This design comes from an exercise in tuning for small area and a short achievable clock period on the open sky130 flow, not from production work.
Where RTL was checked, it was by simulation tests only, not by an equivalence proof against the original.
Power figures rest on the tool's default switching activity, not on a simulated workload.

// awb_gain_est
module awb_gain_est #(
    parameter int ACC_W = 24,
    parameter int CNT_W = 16
) (
    input  logic            clk,
    input  logic            rst,
    input  logic            pix_valid_i,
    input  logic [1:0]      pix_color_i,
    input  logic [7:0]      pix_value_i,
    input  logic            pix_last_i,
    output logic [15:0]     K_R,
    output logic [15:0]     K_G,
    output logic [15:0]     K_B,
    output logic            valid_gain_o,
    output logic            busy_o,
    output logic            overrun_o
);
Size in the first run: roughly 2,300 cells after synthesis, roughly 330 flip-flops, roughly 65 I/O pins.
Settings: LEC_CHECK=0, CAP_MARGIN=20, CELL_PAD_IN_SITES_DETAIL_PLACEMENT=0, CELL_PAD_IN_SITES_GLOBAL_PLACEMENT=0, CORE_MARGIN=2, CORE_UTILIZATION=40, CTS_BUF_LIST=sky130_fd_sc_hd__clkbuf_8, CTS_CLUSTER_DIAMETER=55, CTS_CLUSTER_SIZE=16, PLACE_DENSITY=0.75, SLEW_MARGIN=20; clock period 13.0 ns.
standard.sh (not shown) runs the stock make flow with config.mk's settings and CLKGATE_MAP_FILE= SYNTH_SCRIPT=/design/flow/synth_recipe.tcl, a recipe that flattens the netlist after the stock synthesis.
==> flow/flow/run.sh <==
#!/bin/bash
# Standard layout, with fast port buffers and repair_timing asked for extra
# setup slack so the achieved period shrinks. Each make step's log lands in
# orfs/logs; make's own output goes to make_finish.log.
set -euo pipefail
bash standard.sh SETUP_SLACK_MARGIN=9 \
  "BUFFER_PORTS_ARGS=-buffer_cell sky130_fd_sc_hd__buf_4" \
  finish > make_finish.log 2>&1
Next try:
--- a/flow/design.v
+++ b/flow/design.v
@@ -175,20 +175,18 @@
             pre_r[23:0] = N_R[15] ? S_G : 24'd0;
         if (div_b)
             pre_b = {1'b0, d_b, 5'd0};
         else if (mul_b)
             pre_b[23:0] = N_B[15] ? S_G : 24'd0;
     end
     assign op_r = pre_r ^ {{23{iv_r0}}, {23{iv_r1}}};
     assign op_b = pre_b ^ {{23{iv_b0}}, {23{iv_b1}}};
-    awb_bk_add #(46) u_ar (.a({rem_r, 1'b0}), .b(op_r), .ci(iv_r1),
-                           .s(sm_r), .co(co_r));
-    awb_bk_add #(46) u_ab (.a({rem_b, 1'b0}), .b(op_b), .ci(iv_b1),
-                           .s(sm_b), .co(co_b));
+    assign {co_r, sm_r} = {1'b0, rem_r, 1'b0} + {1'b0, op_r} + 47'(iv_r1);
+    assign {co_b, sm_b} = {1'b0, rem_b, 1'b0} + {1'b0, op_b} + 47'(iv_b1);
     always_ff @(posedge clk) begin
         S_R <= mulb_r ? {t_br[1:0], S_R[23:2]} : s_nx[0];
         S_B <= mulb_b ? {t_bb[1:0], S_B[23:2]} : s_nx[2];
         S_G <= div_b ? {s_nx[1][23:13], S_G[11:0], ~sm_b[45]} : s_nx[1];
         N_G <= div_r ? {n_nx[1][15:13], N_G[11:0], ~sm_r[45]} : n_nx[1];
         N_R <= cmp_r ? sm_r[39:24] : n_nx[0];
         N_B <= cmp_b ? sm_b[39:24] : n_nx[2];
     end
What happened: Via count climbs by 12%; utilization decreases by 0.51 points; synthesized cell count went up by 14%; power climbs by about 8%; clock-buffer cell count grows by 8; first-iteration DRC count goes up by about 33%; critical path depth falls by 2; routed wire length goes up by 6.2%; worst setup slack gains 150 ps; fmax came out higher by about 4%; clock power goes up by about 9%; synthesized area went up by 4.3%; die area grows by 4.2%.
No run of this note included a check of the RTL's function; only the layout flow was run.


awb_gain_est, a different RTL version from the one above (not shown whole).
Size in the first run: about 65 I/O pins.
Design awb_gain_est, start of the top module:
module awb_gain_est #(
    parameter int ACC_W = 24,
    parameter int CNT_W = 16
) (
    input  logic            clk,
    input  logic            rst,
    input  logic            pix_valid_i,
    input  logic [1:0]      pix_color_i,
    input  logic [7:0]      pix_value_i,
    input  logic            pix_last_i,
    output logic [15:0]     K_R,
    output logic [15:0]     K_G,
    output logic [15:0]     K_B,
    output logic            valid_gain_o,
    output logic            busy_o,
    output logic            overrun_o
);
==> flow/config.mk <==
export PLATFORM = sky130hd
export DESIGN_NAME = awb_gain_est
export DESIGN_NICKNAME = awb_gain_est
export VERILOG_FILES = /design/flow/design.v
export SDC_FILE = /design/flow/constraint.sdc
export NUM_CORES = 4
export LEC_CHECK = 0
export CAP_MARGIN = 20
export CELL_PAD_IN_SITES_DETAIL_PLACEMENT = 0
export CELL_PAD_IN_SITES_GLOBAL_PLACEMENT = 0
export CORE_MARGIN = 2
export CORE_UTILIZATION = 40
export CTS_BUF_LIST = sky130_fd_sc_hd__clkbuf_8
export CTS_CLUSTER_DIAMETER = 55
export CTS_CLUSTER_SIZE = 16
export PLACE_DENSITY = 0.75
export SLEW_MARGIN = 20
==> flow/constraint.sdc <==
create_clock -name core_clock -period 13.0 [get_ports {clk}]
set_input_delay 2.6000 -clock core_clock [delete_from_list [all_inputs] [get_ports {clk}]]
set_output_delay 2.6000 -clock core_clock [all_outputs]
set_load 0.01 [all_outputs]
Scripts as last shown in full above: flow/flow/run.sh
Rerun with:
--- a/flow/design.v
+++ b/flow/design.v
@@ -144,21 +144,21 @@
     assign x2_r = {S_R[1] ? N_G : 16'd0, 1'b0};
     assign x0_b = {1'b0, P_BB};
     assign x1_b = {1'b0, S_B[0] ? N_G : 16'd0};
     assign x2_b = {S_B[1] ? N_G : 16'd0, 1'b0};
     assign cs_s_r = x0_r ^ x1_r ^ x2_r;
     assign cs_c_r = (x0_r & x1_r) | (x0_r & x2_r) | (x1_r & x2_r);
     assign cs_s_b = x0_b ^ x1_b ^ x2_b;
     assign cs_c_b = (x0_b & x1_b) | (x0_b & x2_b) | (x1_b & x2_b);
     logic co_br, co_bb;
-    awb_hc_add #(17) u_mbr (.a({1'b0, cs_s_r[16:1]}), .b(cs_c_r), .ci(1'b0),
+    awb_bk_add #(17) u_mbr (.a({1'b0, cs_s_r[16:1]}), .b(cs_c_r), .ci(1'b0),
                             .s(t_br[17:1]), .co(co_br));
-    awb_hc_add #(17) u_mbb (.a({1'b0, cs_s_b[16:1]}), .b(cs_c_b), .ci(1'b0),
+    awb_bk_add #(17) u_mbb (.a({1'b0, cs_s_b[16:1]}), .b(cs_c_b), .ci(1'b0),
                             .s(t_bb[17:1]), .co(co_bb));
     assign t_br[0] = cs_s_r[0];
     assign t_bb[0] = cs_s_b[0];
     logic [4:0]  E_R, E_B;
     logic [44:0] rem_r, rem_b;
     logic [45:0] op_r, op_b, pre_r, pre_b, sm_r, sm_b;
     logic [39:0] d_r, d_b;
     logic        co_r, co_b;
     logic        iv_r0, iv_r1, iv_b0, iv_b1;
=> Utilization stays flat. Total power went down by 9.4%. Sequential share of layout area grows by 0.51 points. Design area fell by 1.7%. Fmax went up by 6.0%.
Only the layout flow was run in the first run of this note; the RTL was not checked for function there.

## separate check: timing with driven ports
The flow's constraints put no driver on any port. The routed layouts listed below were extracted and timed again, unchanged, in two steps. Step 1 (the two cells are an assumption about what drives the block):
set clk [get_ports {clk}]
set_driving_cell -lib_cell sky130_fd_sc_hd__clkbuf_16 $clk
set_driving_cell -lib_cell sky130_fd_sc_hd__buf_2 [delete_from_list [all_inputs] $clk]
Step 2 adds t to the input delays and takes it off the output delays; t is the mean of the earliest and latest rising clock arrival at the registers after step 1. Input paths then give back, and output paths get back, about the clock's delay inside the block. a / b / c = no drivers / after step 1 / after step 2; a / b = the first two.
| run | t (ns) | setup WS [ns] | worst slew at a driven data input, ns |
|---|---|---|---|
| the first run of note 1 | 0.637 | 8.947 / 8.947 / 8.947 | 0.04 |
| the second run of note 1 | 0.695 | 9.096 / 9.063 / 9.096 | 0.04 |
| the first run of note 2 | 0.628 | 8.859 / 8.859 / 8.859 | 0.03 |
| the second run of note 2 | 0.675 | 9.093 / 9.041 / 9.101 | 0.03 |
After both steps every run listed still meets setup and hold.
